This is an optimization exercise on Yosys and OpenROAD, whose aim is small area and a short achievable clock period, not a production implementation.
Function was checked by simulation only, so behaviour that the tests miss may differ from the original.
No activity file was given, so power comes from the tool's default toggle rates.

## run A
==> flow/design.v <==
`default_nettype none
package ssrc_pkg;
	localparam int LEVELS    = 14;
	localparam int POSITIONS = 64;
	localparam int LVL_W     = $clog2(LEVELS);
	localparam int POS_W     = $clog2(POSITIONS);
	localparam int LEVEL_FW  = 4;
	localparam int PHASE_W   = 3;
	localparam int WORD_W    = 16;
	localparam int OVER_W    = 17;
	localparam int PULSE_W   = 8;
	localparam int OP_W      = 3;
	localparam int ADDR_W    = 4;
	localparam int DATA_W    = 32;
	localparam logic [OP_W-1:0] OP_TICK   = 3'd0;
	localparam logic [OP_W-1:0] OP_START  = 3'd1;
	localparam logic [OP_W-1:0] OP_DECEL  = 3'd2;
	localparam logic [OP_W-1:0] OP_STOP   = 3'd3;
	localparam logic [OP_W-1:0] OP_PULSE  = 3'd4;
	localparam logic [OP_W-1:0] OP_GOAL   = 3'd5;
	localparam logic [OP_W-1:0] OP_ZERO   = 3'd6;
	localparam logic [OP_W-1:0] OP_LOAD   = 3'd7;
	localparam logic [PHASE_W-1:0] PH_IDLE  = 3'd0;
	localparam logic [PHASE_W-1:0] PH_ACCEL = 3'd1;
	localparam logic [PHASE_W-1:0] PH_DECEL = 3'd2;
	localparam logic [PHASE_W-1:0] PH_STOP  = 3'd3;
	localparam logic [PHASE_W-1:0] PH_OVER  = 3'd4;
	localparam logic [1:0] REG_TARGET  = 2'd0;
	localparam logic [1:0] REG_DIR     = 2'd1;
	localparam logic [1:0] REG_OVERRUN = 2'd2;
endpackage
`default_nettype wire
`default_nettype none
import ssrc_pkg::*;
module stepper_speed_ramp_controller (
	input  wire logic                clk,
	input  wire logic                arst_n,
	input  wire logic                psel,
	input  wire logic                penable,
	input  wire logic                pwrite,
	input  wire logic [ADDR_W-1:0]   paddr,
	input  wire logic [DATA_W-1:0]   pwdata,
	output logic      [DATA_W-1:0]   prdata,
	output logic                     pready,
	input  wire logic                in_valid,
	output logic                     in_ready,
	input  wire logic [OP_W-1:0]     op,
	input  wire logic [PULSE_W-1:0]  count_value,
	input  wire logic [LEVEL_FW-1:0] level_index,
	input  wire logic [WORD_W-1:0]   level_reload,
	input  wire logic [WORD_W-1:0]   level_dwell,
	output logic                     out_valid,
	input  wire logic                out_ready,
	output logic      [WORD_W-1:0]   reload_out,
	output logic      [LEVEL_FW-1:0] speed_level,
	output logic      [PHASE_W-1:0]  ramp_state,
	output logic                     running,
	output logic      [POS_W-1:0]    position,
	output logic                     on_position
);
	logic [LEVEL_FW-1:0] target_q;
	logic                dir_q;
	logic [WORD_W-1:0]   overrun_q;
	logic [PHASE_W-1:0]  phase_q,  phase_d;
	logic [LEVEL_FW-1:0] level_q,  level_d;
	logic [WORD_W-1:0]   dwell_q,  dwell_d;
	logic [WORD_W-2:0]   over_q,   over_d;
	logic                timer_q,  timer_d;
	logic [POS_W-1:0]    place_q,  place_d;
	logic [PULSE_W-1:0]  pcount_q, pcount_d;
	logic [PULSE_W-1:0]  pgoal_q,  pgoal_d;
	logic [LEVELS-1:0]   hot_q,    hot_d;
	logic                onpos_q,  onpos_d;
	logic                out_valid_q;
	logic [WORD_W-1:0]   reload_tab_q [LEVELS];
	logic [WORD_W-1:0]   dwell_tab_q  [LEVELS];
	logic                accept;
	logic                cfg_wr;
	logic [WORD_W-1:0]   dwell_cur;
	logic [WORD_W-1:0]   reload_cur;
	logic [LEVEL_FW-1:0] tgt_eff;
	logic [WORD_W-1:0]   dwell_next;
	logic                dwell_done;
	logic                over_hit;
	logic [PHASE_W-1:0]  ph_k  [2];
	logic [LEVEL_FW-1:0] lv_k  [2];
	logic [WORD_W-1:0]   dw_k  [2];
	logic [LEVELS-1:0]   hot_k [2];
	logic [LEVEL_FW:0]   up_k;
	logic [LEVEL_FW-1:0] dn_k;
	logic [WORD_W-1:0]   dwdn_k;
	assign accept   = in_valid && in_ready;
	assign in_ready = !out_valid_q || out_ready;
	assign cfg_wr   = psel && penable && pwrite;
	assign pready   = 1'b1;
	always_ff @(posedge clk or negedge arst_n) begin
		if (!arst_n) begin
			target_q  <= '0;
			dir_q     <= 1'b0;
			overrun_q <= '0;
		end else if (cfg_wr) begin
			case (paddr[3:2])
				REG_TARGET:  target_q  <= pwdata[LEVEL_FW-1:0];
				REG_DIR:     dir_q     <= pwdata[0];
				REG_OVERRUN: overrun_q <= pwdata[WORD_W-1:0];
				default: ;
			endcase
		end
	end
	always_comb begin
		case (paddr[3:2])
			REG_TARGET:  prdata = DATA_W'(target_q);
			REG_DIR:     prdata = DATA_W'(dir_q);
			REG_OVERRUN: prdata = DATA_W'(overrun_q);
			default:     prdata = '0;
		endcase
	end
	always_comb begin
		dwell_cur  = '0;
		reload_cur = '0;
		for (int i = 0; i < LEVELS; i++) begin
			dwell_cur  = dwell_cur  | ({WORD_W{hot_q[i]}} & dwell_tab_q[i]);
			reload_cur = reload_cur | ({WORD_W{hot_q[i]}} & reload_tab_q[i]);
		end
	end
	assign tgt_eff    = (target_q >= LEVEL_FW'(LEVELS)) ? LEVEL_FW'(LEVELS - 1) : target_q;
	assign dwell_next = dwell_q + WORD_W'(1);
	assign dwell_done = dwell_q >= dwell_cur;
	assign over_hit   = {over_q, 1'b1} >= overrun_q;
	always_comb begin
		for (int k = 0; k < 2; k++) begin
			up_k   = {1'b0, level_q} + (LEVEL_FW+1)'(k);
			dn_k   = (k == 1 && level_q != '0) ? level_q - LEVEL_FW'(1) : level_q;
			dwdn_k = (k == 1 || dn_k == '0) ? WORD_W'(1) : dwell_next;
			ph_k[k] = phase_q;
			lv_k[k] = level_q;
			dw_k[k] = dwell_q;
			if (op == OP_STOP) begin
				lv_k[k] = dn_k;
				dw_k[k] = dwdn_k;
				ph_k[k] = PH_OVER;
			end else if (op == OP_TICK && timer_q) begin
				case (phase_q)
					PH_ACCEL: begin
						dw_k[k] = (k == 1) ? WORD_W'(1) : dwell_next;
						if (up_k >= {1'b0, tgt_eff}) begin
							lv_k[k] = tgt_eff;
							ph_k[k] = PH_IDLE;
						end else begin
							lv_k[k] = up_k[LEVEL_FW-1:0];
						end
					end
					PH_DECEL: begin
						lv_k[k] = dn_k;
						dw_k[k] = dwdn_k;
						if (dn_k == '0) ph_k[k] = PH_IDLE;
					end
					PH_STOP: begin
						lv_k[k] = dn_k;
						dw_k[k] = dwdn_k;
						ph_k[k] = PH_OVER;
					end
					PH_OVER: begin
						if (over_hit) begin
							lv_k[k] = '0;
							ph_k[k] = PH_IDLE;
							dw_k[k] = WORD_W'(1);
						end else begin
							lv_k[k] = dn_k;
							dw_k[k] = dwdn_k;
						end
					end
					default: ;
				endcase
			end else if (op == OP_START) begin
				ph_k[k] = PH_ACCEL;
				lv_k[k] = '0;
			end else if (op == OP_DECEL) begin
				ph_k[k] = PH_DECEL;
			end
			for (int i = 0; i < LEVELS; i++) hot_k[k][i] = (lv_k[k] == LEVEL_FW'(i));
		end
	end
	always_comb begin
		phase_d  = dwell_done ? ph_k[1] : ph_k[0];
		level_d  = dwell_done ? lv_k[1] : lv_k[0];
		dwell_d  = dwell_done ? dw_k[1] : dw_k[0];
		hot_d    = dwell_done ? hot_k[1] : hot_k[0];
		over_d   = over_q;
		timer_d  = timer_q;
		place_d  = place_q;
		pcount_d = pcount_q;
		pgoal_d  = pgoal_q;
		onpos_d  = onpos_q;
		case (op)
			OP_TICK: if (timer_q && phase_q == PH_OVER) begin
				if (over_hit) begin
					timer_d = 1'b0;
					over_d  = '0;
				end else begin
					over_d  = over_q + (WORD_W-1)'(1);
				end
			end
			OP_START: timer_d = 1'b1;
			OP_PULSE: begin
				pcount_d = pcount_q + PULSE_W'(1);
				onpos_d  = pcount_d >= pgoal_q;
				place_d  = dir_q ? place_q - POS_W'(1) : place_q + POS_W'(1);
			end
			OP_GOAL: begin
				pcount_d = '0;
				pgoal_d  = count_value;
				onpos_d  = count_value == '0;
			end
			OP_ZERO: place_d = '0;
			default: ;
		endcase
	end
	always_ff @(posedge clk or negedge arst_n) begin
		if (!arst_n) begin
			phase_q  <= PH_IDLE;
			level_q  <= '0;
			hot_q    <= LEVELS'(1);
			dwell_q  <= WORD_W'(1);
			over_q   <= '0;
			timer_q  <= 1'b0;
			place_q  <= '0;
			pcount_q <= '0;
			pgoal_q  <= '0;
			onpos_q  <= 1'b1;
		end else if (accept) begin
			phase_q  <= phase_d;
			level_q  <= level_d;
			hot_q    <= hot_d;
			dwell_q  <= dwell_d;
			over_q   <= over_d;
			timer_q  <= timer_d;
			place_q  <= place_d;
			pcount_q <= pcount_d;
			pgoal_q  <= pgoal_d;
			onpos_q  <= onpos_d;
		end
	end
	for (genvar i = 0; i < LEVELS; i++) begin : g_tab
		always_ff @(posedge clk) begin
			if (accept && op == OP_LOAD && level_index == LEVEL_FW'(i)) begin
				reload_tab_q[i] <= level_reload;
				dwell_tab_q[i]  <= level_dwell;
			end
		end
	end
	always_ff @(posedge clk or negedge arst_n) begin
		if (!arst_n) begin
			out_valid_q <= 1'b0;
		end else if (accept) begin
			out_valid_q <= 1'b1;
		end else if (out_ready) begin
			out_valid_q <= 1'b0;
		end
	end
	assign out_valid   = out_valid_q;
	assign reload_out  = reload_cur;
	assign speed_level = level_q;
	assign ramp_state  = phase_q;
	assign running     = timer_q;
	assign position    = place_q;
	assign on_position = onpos_q;
endmodule
`default_nettype wire
export LEC_CHECK = 0
export ABC_CLOCK_PERIOD_IN_PS = 3700
export CAP_MARGIN = 20
export CORE_MARGIN = 2
export CORE_UTILIZATION = 55
export CTS_BUF_LIST = sky130_fd_sc_hd__clkbuf_16
export CTS_CLUSTER_DIAMETER = 100
export CTS_CLUSTER_SIZE = 30
export SETUP_SLACK_MARGIN = 3.8
export SLEW_MARGIN = 20
create_clock -name core_clock -period 7.5 [get_ports {clk}]
standard.sh (not shown) runs the stock make flow with config.mk's settings and CLKGATE_MAP_FILE= SYNTH_SCRIPT=/design/flow/synth_recipe.tcl, a recipe that flattens the netlist after the stock synthesis.
==> flow/flow/run.sh <==
#!/bin/bash
# Standard layout, with the port buffers made of buf_2 cells instead of the
# delay cells buffer_ports picks on its own.
set -euo pipefail
bash standard.sh "BUFFER_PORTS_ARGS=-buffer_cell sky130_fd_sc_hd__buf_2" finish > standard_flow.log 2>&1
Per the final summary, run A finished and its layout is clean on timing, DRC and antenna.
[inputs] run B vs run A
-- flow/config.mk --
<<< run A, line 8
export ABC_CLOCK_PERIOD_IN_PS = 3700
>>> run B, line 8
<<< run A, line 11
export CORE_UTILIZATION = 55
>>> run B, line 10
export CORE_UTILIZATION = 40
<<< run A, line 15
export SETUP_SLACK_MARGIN = 3.8
>>> run B, line 14
export SETUP_SLACK_MARGIN = 3.65
--- outcome ---
Run B: no failed stages, no open violations at the end
Relative to run A, the count of buffers not belonging to the clock network in the layout of run B is lower by about 10%.
Taking run A as the reference, in run B worst hold-check slack up 7.2 ps, post-layout total power down 0.072 mW.
Die area (higher): run B
Per the comparison of run B with run A, sequential share of layout area saw an increase, end-of-flow core utilization moved down.
Critical path buffer and inverter count sits lower in run B than in run A.
Clock period minus final worst setup slack: run B > run A
#### Input delta (run C over run B)
-- flow/config.mk --
<<< run B, line 8
>>> run C, line 8
export ABC_CLOCK_PERIOD_IN_PS = 3700
<<< run B, line 14
export SETUP_SLACK_MARGIN = 3.65
>>> run C, line 15
export SETUP_SLACK_MARGIN = 3.8
Results
Run C against run B: worst setup slack up 110 ps, die height flat, count of nets after finishing up 11, wire length up 0.90%.
When run C is measured against run B, its delay of the slowest cell on the worst path turns out 60 ps higher.
[compare] base=run B new=run C: total stage count of the critical path saw an increase, number of antenna violations at the first check in global routing saw an increase.
Run C reached the end of the flow, and the finished layout is clean on the timing, DRC and antenna checks.
Between run C and run B, the combinational group share of total power is lower for run B.
Comparing worst hold slack for run C and run B, the smaller number came from run C.
[inputs] run D vs run C
-- flow/config.mk --
<<< run C, line 8
export ABC_CLOCK_PERIOD_IN_PS = 3700
>>> run D, line 8
<<< run C, line 15
>>> run D, line 14
export GPL_ROUTABILITY_DRIVEN = 0
==> notes.md <==
From run D to run C, internal power did not move at all. The transition time at the pin with the least slew margin of run D and that of run C are within noise of each other. Routed wire length came out exactly the same in run C and run D.
Setup changes, run D to run E
-- flow/config.mk --
<<< run D, line 14
export GPL_ROUTABILITY_DRIVEN = 0
>>> run E, line 14
<<< run D, line 17
>>> run E, line 16
export TNS_END_PERCENT = 5
==> notes.md <==
Compared with run D, run E shows a lower logic depth of the worst setup path including buffers.
Run E ended up with a higher worst supply voltage drop on vdd than run D did.
NOTE wire length per cell after detailed routing run D->run E decreased slightly
Against run D, run E comes in 0.3 points higher on share of power burned in registers.
Relative to run D, relative slew slack decreased by 5.4 points in run E.
Combinational fraction of design power delta (run D -> run E): insignificant
Where highest attainable clock frequency is concerned, run D is better than run E.
Run E ended with less clock power share than run D.
On source-to-sink clock delay at the later pin of the worst-skew pair: between run E and run D, it ends up lower for run D.
A worst setup path endpoint of reload_out[10] is what run E shows, while hot_q[10]$_DFFE_PN0P_ belongs to run D.
Routed wire in run E totals less than in run D.
Relative to run D, time the final worst path needs with I/O delays and setup has increased by 71 ps in run E.

[separate check: timing with driven ports]
The results above use ideal ports. As a check the final layouts listed here were re-extracted and re-timed, cells and wires unchanged. Step 1 sets driving cells, clkbuf_16 on the clock port and buf_2 on the other inputs (assumed; they add their load-dependent delay and slew). Step 2, shift: input delay + t, output delay - t, t = (earliest + latest rising clock arrival at the registers) / 2. This alone moves slack from input paths to output paths. Slacks: ideal ports / drivers / drivers and shift; pairs: ideal ports / drivers.
run | t, ns | setup WS [ns] | worst slew at a driven data input, ns
run A | 0.605 | 3.738 / 3.686 / 3.413 | 0.07
run B | 0.647 | 3.703 / 3.687 / 3.245 | 0.10
run C | 0.638 | 3.808 / 3.767 / 3.415 | 0.09
run D | 0.638 | 3.808 / 3.767 / 3.415 | 0.09
run E | 0.653 | 3.737 / 3.679 / 3.158 | 0.11
After both steps every run listed still meets setup and hold. For run E, which loses most, drivers alone change the setup slack by -0.058 ns; drivers and shift together by -0.579 ns.
